What follows belongs to an exercise in optimizing a design on an open flow for small area and a short achievable clock period; a production flow would make more cautious choices. The RTL was checked by simulation tests, not by an equivalence proof against the original design. Power and IR drop assume default switching activity.

--- flow/flow/run.sh ---
#!/bin/bash
set -euo pipefail
export PRE_IO_PLACEMENT_TCL="$PWD/flow/io.tcl"
bash standard.sh finish > standard.log 2>&1
--- flow/flow/io.tcl ---
# Keep every signal pin except the clock to the middle of the right edge.
set die [ord::get_die_area]
set h [expr {[lindex $die 3] - [lindex $die 1]}]
set lo [expr {int($h / 2 - 50)}]
set hi [expr {int($h / 2 + 50)}]
set pins {}
foreach p [get_ports *] {
  set n [get_full_name $p]
  if {$n ni {clk VDD VSS}} { lappend pins $n }
}
puts "io.tcl: pins $pins on right:$lo-$hi"
set_io_pin_constraint -pin_names $pins -region right:$lo-$hi
--- flow/standard.sh ---
#!/bin/bash
# synth_recipe.tcl (not shown) runs the flow's synth.tcl, then flattens the netlist and writes it again
# the make line also repeats each setting of config.mk as NAME=value (left out here)
make -C /OpenROAD-flow-scripts/flow DESIGN_CONFIG=/design/flow/config.mk WORK_HOME=/design/flow/orfs CLKGATE_MAP_FILE= SYNTH_SCRIPT=/design/flow/synth_recipe.tcl "${@:-finish}"
--- flow/config.mk ---
export PLATFORM = sky130hd
export DESIGN_NAME = i2c_eeprom_slave
export DESIGN_NICKNAME = i2c_eeprom_slave
export VERILOG_FILES = /design/flow/design.v
export SDC_FILE = /design/flow/constraint.sdc
export NUM_CORES = 4
export LEC_CHECK = 0
export CAP_MARGIN = 20
export CORE_MARGIN = 2
export CORE_UTILIZATION = 40
export CTS_BUF_LIST = sky130_fd_sc_hd__clkbuf_16
export CTS_CLUSTER_DIAMETER = 90
export CTS_CLUSTER_SIZE = 32
export SETUP_SLACK_MARGIN = 2.4
export SLEW_MARGIN = 20
--- flow/constraint.sdc ---
create_clock -name core_clock -period 4.5 [get_ports {clk}]
set_input_delay 0.9000 -clock core_clock [delete_from_list [all_inputs] [get_ports {clk}]]
set_output_delay 0.9000 -clock core_clock [all_outputs]
set_load 0.01 [all_outputs]
--- flow/design.v ---
module i2c_eeprom_slave #(
    parameter logic [6:0]  DEV_ADDR  = 7'h50
) (
    input  logic       clk,
    input  logic       rst_n,
    input  logic       i2c_scl,
    input  logic       i2c_sda_in,
    output logic       i2c_sda_oe,
    output logic       busy,
    output logic       wr_valid,
    output logic [7:0] wr_addr,
    output logic [7:0] wr_data
);
    localparam int S_IDLE      = 0;
    localparam int S_DEV       = 1;
    localparam int S_DEV_ACK   = 2;
    localparam int S_WADDR     = 3;
    localparam int S_WADDR_ACK = 4;
    localparam int S_WDATA     = 5;
    localparam int S_WDATA_ACK = 6;
    localparam int S_RDATA     = 7;
    localparam int S_RACK      = 8;
    localparam int S_WAIT_STOP = 9;
    logic [9:0]    r_st;
    logic [9:0]    w_st_nxt;
    logic [1:0]    r_scl_sync;
    logic [1:0]    r_sda_sync;
    logic          r_rise;
    logic          r_fall;
    logic          r_start;
    logic          r_stop;
    logic [7:0]    r_shift;
    logic [3:0]    r_cnt;
    logic [7:0]    r_ptr;
    logic          r_ack;
    logic          r_sda_oe;
    logic          r_busy;
    logic          r_oe_n;
    logic          r_busy_n;
    logic          r_wr_seen;
    logic          r_wr_valid;
    logic [7:0]    r_wr_addr;
    logic [7:0]    r_wr_data;
    logic          w_sda;
    logic          w_ss;
    logic          w_byte_done;
    logic          w_addr_match;
    logic [7:0]    w_shift_in;
    logic [7:0]    w_ptr_inc;
    logic          w_mem_we;
    logic          w_tx_load;
    logic          w_waddr_load;
    logic          w_in_rx;
    logic          w_oe_nxt;
    logic          w_busy_nxt;
    logic [3:0]    r_rot;
    logic [7:0]    r_pend_addr;
    logic [7:0]    r_pend_data;
    logic [7:0]    r_rd_buf;
    logic [127:0]  r_ring [16];
    logic [7:0]    w_ring_in [16];
    logic [7:0]    w_tap;
    logic          r_pend_ins;
    always_ff @(posedge clk or negedge rst_n) begin
        if (!rst_n) begin
            r_scl_sync <= '1;
            r_sda_sync <= '1;
            r_rise     <= 1'b0;
            r_fall     <= 1'b0;
            r_start    <= 1'b0;
            r_stop     <= 1'b0;
        end else begin
            r_scl_sync <= {r_scl_sync[0], i2c_scl};
            r_sda_sync <= {r_sda_sync[0], i2c_sda_in};
            r_rise     <= r_scl_sync[0] & ~r_scl_sync[1];
            r_fall     <= ~r_scl_sync[0] & r_scl_sync[1];
            r_start    <= r_scl_sync[0] & r_scl_sync[1] & r_sda_sync[1] & ~r_sda_sync[0];
            r_stop     <= r_scl_sync[0] & r_scl_sync[1] & ~r_sda_sync[1] & r_sda_sync[0];
        end
    end
    assign w_sda        = r_sda_sync[1];
    assign w_ss         = r_start | r_stop;
    assign w_byte_done  = (r_cnt == 4'd8);
    assign w_addr_match = (r_shift[7:1] == DEV_ADDR);
    assign w_shift_in   = {r_shift[6:0], w_sda};
    assign w_ptr_inc    = r_ptr + 8'd1;
    assign w_in_rx      = r_st[S_DEV] | r_st[S_WADDR] | r_st[S_WDATA];
    assign w_mem_we     = r_rise & r_st[S_WDATA] & (r_cnt == 4'd7);
    assign w_tx_load    = r_fall & ((r_st[S_DEV_ACK] & r_shift[0]) | (r_st[S_RACK] & ~r_ack));
    assign w_waddr_load = r_fall & r_st[S_WADDR] & w_byte_done;
    always_comb begin
        w_st_nxt = r_st;
        if (r_start) begin
            w_st_nxt = 10'b1 << S_DEV;
        end else if (r_stop) begin
            w_st_nxt = 10'b1 << S_IDLE;
        end else if (r_fall) begin
            w_st_nxt[S_DEV]       = r_st[S_DEV] & ~w_byte_done;
            w_st_nxt[S_DEV_ACK]   = r_st[S_DEV] & w_byte_done & w_addr_match;
            w_st_nxt[S_WAIT_STOP] = r_st[S_WAIT_STOP] | (r_st[S_DEV] & w_byte_done & ~w_addr_match)
                                    | (r_st[S_RACK] & r_ack);
            w_st_nxt[S_WADDR]     = (r_st[S_DEV_ACK] & ~r_shift[0]) | (r_st[S_WADDR] & ~w_byte_done);
            w_st_nxt[S_WADDR_ACK] = r_st[S_WADDR] & w_byte_done;
            w_st_nxt[S_WDATA]     = r_st[S_WADDR_ACK] | r_st[S_WDATA_ACK] | (r_st[S_WDATA] & ~w_byte_done);
            w_st_nxt[S_WDATA_ACK] = r_st[S_WDATA] & w_byte_done;
            w_st_nxt[S_RDATA]     = (r_st[S_DEV_ACK] & r_shift[0]) | (r_st[S_RDATA] & ~w_byte_done)
                                    | (r_st[S_RACK] & ~r_ack);
            w_st_nxt[S_RACK]      = r_st[S_RDATA] & w_byte_done;
        end
    end
    always_comb begin
        w_oe_nxt   = ~r_oe_n;
        w_busy_nxt = ~r_busy_n;
        if (w_ss) begin
            w_oe_nxt = 1'b0;
            if (r_stop) w_busy_nxt = 1'b0;
        end else if (r_fall) begin
            if (w_tx_load)
                w_oe_nxt = ~r_rd_buf[7];
            else
                w_oe_nxt = (w_in_rx & w_byte_done & (w_addr_match | ~r_st[S_DEV]))
                         | (r_st[S_RDATA] & ~w_byte_done & ~r_shift[6]);
            if (r_st[S_DEV] & w_byte_done)
                w_busy_nxt = w_addr_match;
        end
    end
    always_ff @(posedge clk or negedge rst_n) begin
        if (!rst_n) begin
            r_st       <= 10'b1 << S_IDLE;
            r_ptr      <= '0;
            r_sda_oe   <= 1'b0;
            r_busy     <= 1'b0;
            r_oe_n     <= 1'b1;
            r_busy_n   <= 1'b1;
            r_wr_seen  <= 1'b0;
            r_wr_valid <= 1'b0;
            r_wr_addr  <= '0;
            r_wr_data  <= '0;
        end else begin
            r_st       <= w_st_nxt;
            r_sda_oe   <= w_oe_nxt;
            r_busy     <= w_busy_nxt;
            r_oe_n     <= ~w_oe_nxt;
            r_busy_n   <= ~w_busy_nxt;
            if (w_mem_we)
                r_wr_seen <= 1'b1;
            r_wr_valid <= w_mem_we;
            if (w_tx_load || w_mem_we)
                r_ptr <= w_ptr_inc;
            else if (w_waddr_load)
                r_ptr <= r_shift;
            if (w_mem_we) begin
                r_wr_addr <= r_ptr;
                r_wr_data <= w_shift_in;
            end else begin
                r_wr_addr <= r_wr_seen ? r_pend_addr : 8'd0;
                r_wr_data <= r_wr_seen ? r_pend_data : 8'd0;
            end
        end
    end
    always_ff @(posedge clk) begin
        if (w_ss) begin
            r_cnt <= '0;
        end else if (w_tx_load) begin
            r_shift <= r_rd_buf;
            r_cnt   <= '0;
        end else if (w_in_rx) begin
            if (r_rise && !w_byte_done) begin
                r_shift <= w_shift_in;
                r_cnt   <= r_cnt + 4'd1;
            end else if (r_fall && w_byte_done) begin
                r_cnt <= '0;
            end
        end else if (r_st[S_RDATA]) begin
            if (r_rise)
                r_cnt <= r_cnt + 4'd1;
            else if (r_fall && !w_byte_done)
                r_shift <= {r_shift[6:0], 1'b0};
        end
        if (r_st[S_RACK] && r_rise)
            r_ack <= w_sda;
    end
    always_ff @(posedge clk) begin
        r_rot <= r_rot + 4'd1;
    end
    always_ff @(posedge clk) begin
        r_pend_ins <= (r_rot + 4'd1 == (w_mem_we ? r_ptr[3:0] : r_pend_addr[3:0]));
    end
    for (genvar h = 0; h < 16; h++) begin : g_ring
        assign w_ring_in[h] = (r_pend_ins && r_pend_addr[7:4] == 4'(h)) ? r_pend_data : r_ring[h][7:0];
        always_ff @(posedge clk) begin
            r_ring[h] <= {w_ring_in[h], r_ring[h][127:8]};
        end
    end
    always_ff @(posedge clk) begin
        if (w_mem_we) begin
            r_pend_addr <= r_ptr;
            r_pend_data <= w_shift_in;
        end
    end
    assign w_tap = (r_pend_ins && r_pend_addr[7:4] == r_ptr[7:4]) ? r_pend_data
                                                                  : r_ring[r_ptr[7:4]][7:0];
    always_ff @(posedge clk) begin
        if (r_rot == r_ptr[3:0])
            r_rd_buf <= w_tap;
    end
    assign i2c_sda_oe = r_sda_oe;
    assign busy       = r_busy;
    assign wr_valid   = r_wr_valid;
    assign wr_addr    = r_wr_addr;
    assign wr_data    = r_wr_data;
endmodule
==> results of run 1 <==
[layer usage]
metal  part of all wire (%)  global-route usage, %
met3                    4.2                  2.299
met4                    2.4                  3.510
met2                     41                  17.14
met1                     53                  17.74
met5                      0                      0
[Yosys cell counts (all sizes together), types with 6 or more instances]
| master | instances | area [um^2] |
|---|---|---|
| nand3 | 29 | 145.1 |
| mux2i | 14 | 140.1 |
| a22oi | 18 | 135.1 |
| a31oi | 8 | 50.05 |
| nand2 | 71 | 266.5 |
| mux2 | 134 | 1509 |
| inv | 17 | 63.81 |
| nor3b | 14 | 110.1 |
| dfstp | 6 | 157.7 |
| nor3 | 11 | 55.05 |
| nand3b | 8 | 60.06 |
| xnor2 | 7 | 61.31 |
| edfxtp | 33 | 991.0 |
| o21ai | 20 | 100.1 |
| o31ai | 6 | 45.04 |
| nor4 | 8 | 65.06 |
| dfrtp | 40 | 1001 |
| clkbuf | 30 | 112.6 |
| xor2 | 10 | 87.58 |
| nor2 | 38 | 142.6 |
| nor2b | 17 | 106.4 |
| o22ai | 10 | 62.56 |
| dfxtp | 2057 | 41180 |
| buf | 21 | 98.85 |
| a21oi | 26 | 130.1 |
| a32oi | 7 | 61.31 |
| nand2b | 9 | 56.30 |
[path summary, 6_finish.rpt]
path	start	endpoint	slack (ps)	cells past startpoint
setup / recovery	r_wr_addr[6]	wr_addr[6]	2320	1
hold / removal	rst_n	r_wr_addr[2]	200	1
setup reg to reg	r_ptr[4]	r_rd_buf[6]	2350	6
hold reg to reg	r_ring[8][94]	r_ring[8][86]	310	0
max in group asynchronous	rst_n	r_ptr[7]	3850	1
min in group core_clock	r_ring[8][94]	r_ring[8][86]	310	0
[final cells by class]
| type | count | area, um^2 |
|---|---|---|
| repair buffers | 80 | 760.7 |
| inverters | 17 | 75.07 |
| well taps | 1536 | 1922 |
| flip-flops and latches | 2136 | 43340 |
| clock inverters | 12 | 116.4 |
| diodes | 2 | 5.005 |
| multi-input cells | 532 | 4247 |
| fillers | 10251 | 65480 |
| clock buffers | 79 | 1977 |
[flip-flops by register name, indices dropped and copies added (netlist names), 2 cells and up]
register     cells
r_wr_data        8
r_ptr            8
r_pend_data      8
r_rot            4
r_cnt            4
r_st             8
r_sda_sync       2
r_wr_addr        8
r_shift          8
r_ring        2048
r_scl_sync       2
r_rd_buf         8
r_pend_addr      8
[cell families after synthesis]
group	share of synthesized area [%]
mux	3.467
buf+inv	0.5787
fa+ha+maj	0.1052
simple gates	2.570
flops	91.10
xor+xnor	0.3130
compound gates	1.868
[through the flow]
step | hold WS (ps) | setup slack [ps] | utilization [%] | power (uW) | std cells
floorplan | 309.6 | 2469 | - | 19470 | 2736
global placement | 309.5 | 1732 | 42.09 | 19500 | 4261
detailed placement | 312.1 | 1685 | 42.11 | 19500 | 4262
CTS | 302.8 | 2256 | 44.20 | 27730 | 4381
global route | 216.6 | 2233 | 44.47 | 28410 | 4392
finish | 198.8 | 2318 | 44.47 | 27420 | 4394
[report_power, final]
part	internal, uW	total (uW)	switching (uW)	leakage, uW
Combinational	30.9	73.7	42.8	0.00213
Sequential	19000	19000	25.2	0.0175
Clock	3240	8350	5110	0.00104
[worst reg2reg max path, stage by stage (launching register included)]
cell and delay [ps]:
dfrtp_2 420, buf_12 140, mux2_2 340, a32o_2 240
or4_4 490, o32ai_2 210, o21ai_1 90
[cells in the final DEF, fill, tap and decap left out, drive strengths merged, types with 8 or more instances in the layout]
cell type	n
dfxtp	2057
mux2	134
clkbuf	79
buf	76
nand2	71
dfrtp	40
nor2	38
edfxtp	33
nand3	29
a21oi	26
inv	24
o21ai	20
a22oi	18
nor2b	17
mux2i	14
nor3b	14
nor3	11
xor2	10
o22ai	10
nand2b	9
nand3b	8
a31oi	8
nor4	8
[repair_timing]
item | CTS | global route
setup buffers | 25 | 11
gates cloned | 3 | 0
endpoints found under the setup margin | 88 | 72
pin swaps | 4 | 11
gates resized for setup | 118 | 48
endpoints found under the hold margin | 0 | 0
==> flow_metrics.tcl, run 1 <==
set metrics [dict create \
    first_pass_iters 6 \
    rsz_0062_raised_after_global_routing "true" \
    cts-root-to-sink-buffers 3 \
    timing_worst_slew_pin_value_ps 756.7 \
    critical_path.max_stage_delay_ps 440 \
    floorplan.initialDensity_pct 40.33 \
    grt_antenna_before_repair 3 \
    worst-path-max-fanout 1 \
    wl_per_cell_um 16.46 \
    die_width_um 348.8 \
    first_global_vias 16787 \
    outcome "no timing/DRC/antenna violations" \
    crit_path_end_kind "output port" \
    timing.max_cap.violations 0 \
    post_synth_instance_area_mm2 0.04756 \
    p_leak_uw 0.02068 \
    synth_top_flop_cell "dfxtp_1" \
    yosys_register_bits 2136 \
    floorplan.core_area_mm2 0.1179 \
    critPathTopFamily "flip-flops" \
    synth_enable_flop_cells 33 \
    tritoncts_buffers 77 \
    final_hold_vio_count 0 \
    timing.final.setup_violations 0 \
    maximum_level_of_the_cts_h_tree 3 \
    drt_iter0_drc 1185 \
    synth_async_sr_flop_share_pct 2.154 \
    io-pin-count 23 \
    clock-sinks 2136 \
    post_synth_num_cell_types 65 \
    final.min_clock_period_ps 2182 \
    yosys_warnings 3 \
    hpwl_after_detailed_placement_um 45210 \
    setup_crit_start_kind "flip-flop" \
    vias 18048 \
    placedInstanceArea_mm2 0.04966 \
    cts.root.buffer_cell "clkbuf_16" \
    clock-skew-final_ps 31.28 \
    worst-endpoint-required_ps 3600 \
    syn2layout_area_growth_pct 10.26 \
    io_buffer_count 22 \
    timing_worst_setup_path_type "reg2out" \
    cts_hold_repair.buffers 0 \
    irDropWorstVdd_mv 0.3094 \
    syn-instance-count 2736 \
    vias_per_cell 4.107 \
    power.density_cell_area_mw_per_mm2 522.8 \
    cp.buffers_inverters 1 \
    synth_fp_nets 2744 \
    max_slew_margin_pct 49.55 \
    timing.fmax_mhz 458.4 \
    track_usage_pct 11.80 \
    final-max-slew-violation-count 0 \
    finish.instance_area_mm2 0.05244 \
    drtAntennaViolNets 0 \
    tritoncts "done" \
    chipHeight_um 348.8 \
    final_layout_size_suffix_gt1_share_pct 12.92 \
    grt_start_max_net_pins 47 \
    placementRows 126 \
    placer_s_final_routability_congestion_estimate 0.8207 \
    synth-seq-area-share_pct 91.10 \
    cp_cell_sequence "buf_2" \
    final.setup.tns_ps 0 \
    path_clk_slew_ps 120 \
    die_area_mm2 0.1217 \
    cp.arrival_ps 1280 \
    global_route.overflow_total 0 \
    grt_pass1_wl_um 106000 \
    crit_slowest_cell "dfrtp_1" \
    drt-total-wl_um 72350 \
    layout_worst_path_cycle_share_pct 48.48 \
    syn_avg_cell_area_um2 17.38 \
    clock_insertion_delay_worst_skew_ps 680 \
    drc 0 \
    hold_class "in2async" \
    fin_nets 2852 \
]
==> run 2, diff against run 1 <==
--- a/flow/config.mk
+++ b/flow/config.mk
@@ -11,5 +11,5 @@
 export CTS_BUF_LIST = sky130_fd_sc_hd__clkbuf_16
 export CTS_CLUSTER_DIAMETER = 90
 export CTS_CLUSTER_SIZE = 32
-export SETUP_SLACK_MARGIN = 2.4
+export SETUP_SLACK_MARGIN = 2.3
 export SLEW_MARGIN = 20
==> flow_metrics.tcl, run 2 <==
set metrics [dict create \
    outcome "no timing/DRC/antenna violations" \
    area.sequential_mm2 0.04334 \
    timing_worst_setup_path_type "reg2out" \
    power.density_cell_area_mw_per_mm2 527.4 \
    placementRows 126 \
    setup_crit_start_kind "flip-flop" \
    dpl.cell_count 4263 \
    track_usage_pct 11.90 \
    clock_insertion_delay_worst_skew_ps 680 \
    layout_commonest_cell "dfxtp_1" \
    syn_avg_cell_area_um2 17.38 \
    io-pin-count 23 \
    cp.buffers_inverters 1 \
    final-max-slew-violation-count 0 \
    post-route-worst-setup-slack_ps 2333 \
    final_layout_size_suffix_gt1_share_pct 11.63 \
    cts.root.buffer_cell "clkbuf_16" \
    hold_class "in2async" \
    drc 0 \
    layout_worst_path_cycle_share_pct 48.15 \
    worst-endpoint-required_ps 3600 \
    final.min_clock_period_ps 2167 \
    hpwl_after_detailed_placement_um 46270 \
    ys_top_cells_by_area "dfxtp_1, mux2_2, dfrtp_1" \
    syn2layout_area_growth_pct 9.520 \
    path_clk_slew_ps 120 \
    clock-skew-final_ps 25.78 \
    floorplan.initialDensity_pct 40.33 \
    worst-path-max-fanout 1 \
    p_leak_uw 0.02055 \
    synth_simple_gate_area_share_pct 2.570 \
    fin_nets 2834 \
    post_synth_instance_area_mm2 0.04756 \
    final_hold_vio_count 0 \
    tritoncts "done" \
    drt_iter0_drc 1146 \
    io_buffer_count 22 \
    floorplan.core_area_mm2 0.1179 \
    first_global_vias 16932 \
    timing.final.setup_violations 0 \
    drt-total-wl_um 72670 \
    largest_reg_flops 2048 \
    cts-root-to-sink-buffers 3 \
    critPathTopFamily "flip-flops" \
    vias_per_cell 4.157 \
    yosys_warnings 3 \
    timing.max_cap.violations 0 \
    post_synth_num_cell_types 65 \
    maximum_level_of_the_cts_h_tree 3 \
    first_pass_iters 5 \
    placedInstanceArea_mm2 0.04967 \
    die_area_mm2 0.1217 \
    rsz_0062_raised_after_global_routing "true" \
    synth_area_leader_cell "dfxtp_1" \
    wl_per_cell_um 16.61 \
    crit_slowest_cell "dfrtp_1" \
    largest-register "r_ring" \
    placer_s_final_routability_congestion_estimate 0.8484 \
    global_route.overflow_total 0 \
    vias 18192 \
    max_slew_margin_pct 38.18 \
    synth_async_sr_flop_share_pct 2.154 \
    grt_pass1_wl_um 107100 \
    cp_cell_sequence "buf_2" \
    synth_top_flop_cell "dfxtp_1" \
    final.setup.tns_ps 0 \
    timing.fmax_mhz 461.5 \
    fill_cells 10271 \
    main_combinational_cell_family_by_area_after_synthesis "multiplexers" \
    fin_cells 4376 \
    clock-sinks 2136 \
    synth_compound_area_share_pct 1.868 \
    finish.instance_area_mm2 0.05209 \
    synthMuxAreaShare_pct 3.467 \
    drtAntennaViolNets 0 \
    pre_cts_setup_slack_ps 1651 \
    grt_start_max_net_pins 47 \
    synth-xor-area-share_pct 0.3130 \
    synth_fa_ha_area_share_pct 0.1052 \
    die_width_um 348.8 \
    synth_fp_nets 2744 \
    multi_input_comb_area_mm2 0.004118 \
    yosysMostFrequentCell "dfxtp_1" \
    mostFrequentLayoutCells "dfxtp_1, mux2_2, clkbuf_16" \
    grt_antenna_before_repair 5 \
    synth_enable_flop_cells 33 \
    yosysTopAreaCellShare_pct 86.58 \
    synth-seq-area-share_pct 91.10 \
    syn-instance-count 2736 \
    yosys_register_bits 2136 \
    cp.arrival_ps 1270 \
    chipHeight_um 348.8 \
    tritoncts_buffers 77 \
    crit_path_end_kind "output port" \
    synth.cells.most_frequent "dfxtp_1, mux2_2, nand2_1" \
    timing_worst_slew_pin_value_ps 926.2 \
    irDropWorstVdd_mv 0.3226 \
    critical_path.max_stage_delay_ps 430 \
]
-- run 2: changes by cell type in the layout (fill, tap and decap cells not counted), moves of 3 or more --
cell,previous run,this run
a22oi_1,12,17
nor2_1,27,32
a22oi_2,6,1
buf_2,17,20
buf_4,45,30
inv_6,1,4
nor2_4,6,1
-- run 2: per-layer routing --
metal  GRT usage (%)  share of wire [%]
met1           17.52                 52
met2           17.70                 42
met3           1.980                3.8
met4           4.126                2.8
met5               0                  0
-- run 2: metrics by stage --
step | util (%) | total power (uW) | hold slack (ps)
floorplan | - | 19470 | 309.6
finish | 44.17 | 27470 | 217.2
global placement | 42.10 | 19500 | 309.5
CTS | 44.08 | 27790 | 315.9
detailed placement | 42.12 | 19500 | 312.1
global route | 44.17 | 28460 | 245.2
-- run 2: kinds of logic (layout without fill, tap and decap cells) --
kind of cell / count (synthesis) / count (layout)
AO/OA/AOI/OAI: 129 / 129
XOR/XNOR: 17 / 17
adder cells (fa/ha/maj): 4 / 4
buffers and inverters: 68 / 170
flip-flops: 2136 / 2136
multiplexers: 148 / 148
other: 0 / 2
AND/OR/NAND/NOR: 234 / 234
-- run 2: layout make-up --
class	count	area share, %
antenna	2	0.009608
inverter	17	0.1321
sequential	2136	83.20
clock buffer	80	3.843
timing repair buffer	62	0.9752
multi-input combinational	532	7.905
tap	1536	3.689
clock inverter	11	0.2426
-- run 2: timing repair --
item / in CTS / in global routing
gates cloned: 0 / 0
setup buffers: 16 / 4
endpoints found under the hold margin: 0 / 0
setup endpoints to repair: 50 / 36
gates resized for setup: 104 / 18
hold buffers: 0 / 0
pin swaps: 1 / 5
-- run 2: report_power, final --
group	internal, uW	switching (uW)	leakage [uW]	total (uW)
Combinational	31.2	44.0	0.00198	75.2
Sequential	19000	26.0	0.0175	19000
Clock	3300	5110	0.00106	8400
-- run 2: worst paths after layout --
check	start	to	slack [ps]	cells past startpoint
max	r_wr_addr[4]	wr_addr[4]	2330	1
max reg2reg	r_ptr[4]	r_rd_buf[6]	2370	5
min reg2reg	r_ring[7][78]	r_ring[7][70]	310	0
min in group core_clock	r_ring[7][78]	r_ring[7][70]	310	0
min	rst_n	r_wr_addr[5]	220	1
max in group asynchronous	rst_n	r_ptr[6]	3820	1
==> run 3, diff against run 2 <==
==> flow/run.sh (new file) <==
#!/bin/bash
# synth_recipe.tcl (not shown) runs the flow's synth.tcl, then flattens the netlist and writes it again
# the make line also repeats each setting of config.mk as NAME=value (left out here)
make -C /OpenROAD-flow-scripts/flow DESIGN_CONFIG=/design/flow/config.mk WORK_HOME=/design/flow/orfs CLKGATE_MAP_FILE= SYNTH_SCRIPT=/design/flow/synth_recipe.tcl finish
removed: flow/flow/run.sh
removed: flow/flow/io.tcl
removed: flow/standard.sh
==> flow_metrics.tcl, run 3 <==
set metrics [dict create \
    cp.arrival_ps 2640 \
    placer_s_final_routability_congestion_estimate 0.8631 \
    final_hold_vio_count 0 \
    yosysMostFrequentCell "dfxtp_1" \
    layout_worst_path_cycle_share_pct 49.25 \
    critical_path.max_stage_delay_ps 490 \
    grt_antenna_before_repair 6 \
    yosys_warnings 3 \
    final.min_clock_period_ps 2216 \
    io_buffer_count 22 \
    crit_slowest_cell "or4_4" \
    layout_commonest_cell "dfxtp_1" \
    track_usage_pct 11.79 \
    first_global_vias 16723 \
    cp.buffers_inverters 1 \
    drtAntennaViolNets 0 \
    final.setup.tns_ps 0 \
    post_synth_instance_area_mm2 0.04756 \
    max_slew_margin_pct 30.06 \
    vias 18151 \
    worst-path-max-fanout 3 \
    tritoncts_buffers 77 \
    syn_avg_cell_area_um2 17.38 \
    grt_pass1_wl_um 106600 \
    timing.final.setup_violations 0 \
    rsz_0062_raised_after_global_routing "true" \
    wl_per_cell_um 16.59 \
    power.density_cell_area_mw_per_mm2 526.5 \
    clock_insertion_delay_worst_skew_ps 680 \
    timing.max_cap.violations 0 \
    drt_iter0_drc 1196 \
    io-pin-count 23 \
    clock-skew-final_ps 36.71 \
    synth_fp_nets 2744 \
    timing_worst_setup_path_type "reg2reg" \
    syn-instance-count 2736 \
    post_synth_num_cell_types 65 \
    synth_top_flop_cell "dfxtp_1" \
    fin_nets 2838 \
    finish.utilization_pct 44.21 \
    cts.root.buffer_cell "clkbuf_16" \
    p_leak_uw 0.02057 \
    worst-endpoint-required_ps 4920 \
    yosys_register_bits 2136 \
    drt-total-wl_um 72700 \
    path_clk_slew_ps 110 \
    outcome "no timing/DRC/antenna violations" \
    yosysTopAreaCellShare_pct 86.58 \
    hold_class "in2async" \
    grt_start_max_net_pins 47 \
    tritoncts "done" \
    cp_cell_sequence "buf_12 -> mux2_2 -> a32o_1 -> or4_4 -> o32ai_2 -> o21ai_1" \
    final_layout_size_suffix_gt1_share_pct 11.78 \
    ys_top_cells_by_area "dfxtp_1, mux2_2, dfrtp_1" \
    timing_worst_slew_pin_value_ps 1040 \
    synth_enable_flop_cells 33 \
    critPathTopFamily "compound AO/OA/AOI/OAI gates" \
    cts-root-to-sink-buffers 3 \
    final.hold.worst_slack_ps 222.9 \
    largest_reg_flops 2048 \
    crit_path_end_kind "flip-flop" \
    synth.cells.most_frequent "dfxtp_1, mux2_2, nand2_1" \
    floorplan.core_area_mm2 0.1179 \
    setup_crit_start_kind "flip-flop" \
    clock-sinks 2136 \
    floorplan.initialDensity_pct 40.33 \
    syn2layout_area_growth_pct 9.607 \
    final-max-slew-violation-count 0 \
    chipHeight_um 348.8 \
    die_area_mm2 0.1217 \
    vias_per_cell 4.143 \
    synth-seq-area-share_pct 91.10 \
    maximum_level_of_the_cts_h_tree 3 \
    irDropWorstVdd_mv 0.3078 \
    drc 0 \
    synth_async_sr_flop_share_pct 2.154 \
    mostFrequentLayoutCells "dfxtp_1, mux2_2, clkbuf_16" \
    global_route.overflow_total 0 \
    die_width_um 348.8 \
    hpwl_after_detailed_placement_um 46390 \
    synth_area_leader_cell "dfxtp_1" \
    placementRows 126 \
    first_pass_iters 5 \
    largest-register "r_ring" \
    timing.fmax_mhz 451.2 \
]
## run 3: cell counts after synthesis
No cell type changed its count.
## run 3: area by class of cell
class	count	area [um^2]
tap	1536	1922
multi-input combinational	532	4094
clock buffer	79	1977
clock inverter	14	122.6
sequential	2136	43340
timing repair buffer	66	599.3
inverter	17	71.32
fill	10253	65790
antenna	1	2.502
## run 3: cells by family after synthesis
family | Yosys count | synth area share, %
DFF | 2136 | 91.10
muxes | 148 | 3.467
xor gates and xnor gates | 17 | 0.3130
adders and majority gates | 4 | 0.1052
buffers and inverters | 68 | 0.5787
and+or+nand+nor | 234 | 2.570
AOI/OAI and AO/OA | 129 | 1.868
## run 3: routing by layer
metal  wire [um]  vias to the layer above  GRT usage [%]
met5           0                        -              0
met4        1911                        0          3.659
met1       39060                     8837          18.04
met2       29460                      257          17.09
met3        2264                      107          1.778
li1            -                     8950              -
## run 3: worst paths after layout
| path | from | to | slack (ps) | cells past startpoint |
|---|---|---|---|---|
| worst max-delay path | r_ptr[4] | r_rd_buf[6] | 2280 | 6 |
| worst min-delay path | rst_n | r_wr_data[5] | 220 | 1 |
| worst max register to register | r_ptr[4] | r_rd_buf[6] | 2280 | 6 |
| worst min register to register | r_ring[12][74] | r_ring[12][66] | 310 | 0 |
| max in group asynchronous | rst_n | r_ptr[6] | 3770 | 1 |
| min in group core_clock | r_ring[12][74] | r_ring[12][66] | 310 | 0 |
## run 3: metrics by stage
step,instance area (um^2),total power (uW),std cells,worst slack [ps]
finish,52130,27450,4381,2284
global route,52130,28400,4380,2237
CTS,51970,27720,4373,2269
detailed placement,49620,19500,4259,1503
global placement,49610,19500,4258,1576
floorplan,47560,19470,2736,2353
## run 3: where the power goes
part	internal, uW	switching [uW]	leakage (uW)
registers	19000	26.2	0.0175
clock network	3240	5140	0.00105
logic	30.9	43.1	0.00201
## run 3: timing repair
| item | in CTS | in global routing |
|---|---|---|
| pin swaps | 3 | 6 |
| hold buffers | 0 | 0 |
| cloned | 1 | 0 |
| buffers inserted | 20 | 7 |
| gates resized for setup | 103 | 32 |
| endpoints found under the setup margin | 49 | 59 |

re-timing with driven ports:
The results above use ideal ports. As a check the final layouts listed here were re-extracted and re-timed, cells and wires unchanged.
Step 1 (the two cells are an assumption about what drives the block):
set clk [get_ports {clk}]
set_driving_cell -lib_cell sky130_fd_sc_hd__clkbuf_16 $clk
set_driving_cell -lib_cell sky130_fd_sc_hd__buf_2 [delete_from_list [all_inputs] $clk]
Step 2 adds t to the input delays and takes it off the output delays; t is the mean of the earliest and latest rising clock arrival at the registers after step 1. Input paths then give back, and output paths get back, about the clock's delay inside the block.
a / b / c = no drivers / after step 1 / after step 2; a / b = the first two.
run	t, ns	setup slack, ns	hold WS [ns]	worst register clock-pin slew, ns	pins driven straight from the clock port
run 1	0.734	2.318 / 2.251 / 2.347	0.199 / 0.156 / 0.312	0.12 / 0.12	1
run 2	0.734	2.333 / 2.264 / 2.366	0.217 / 0.171 / 0.313	0.12 / 0.12	1
run 3	0.728	2.284 / 2.261 / 2.284	0.223 / 0.176 / 0.309	0.12 / 0.12	1
After both steps every run listed still meets setup and hold.
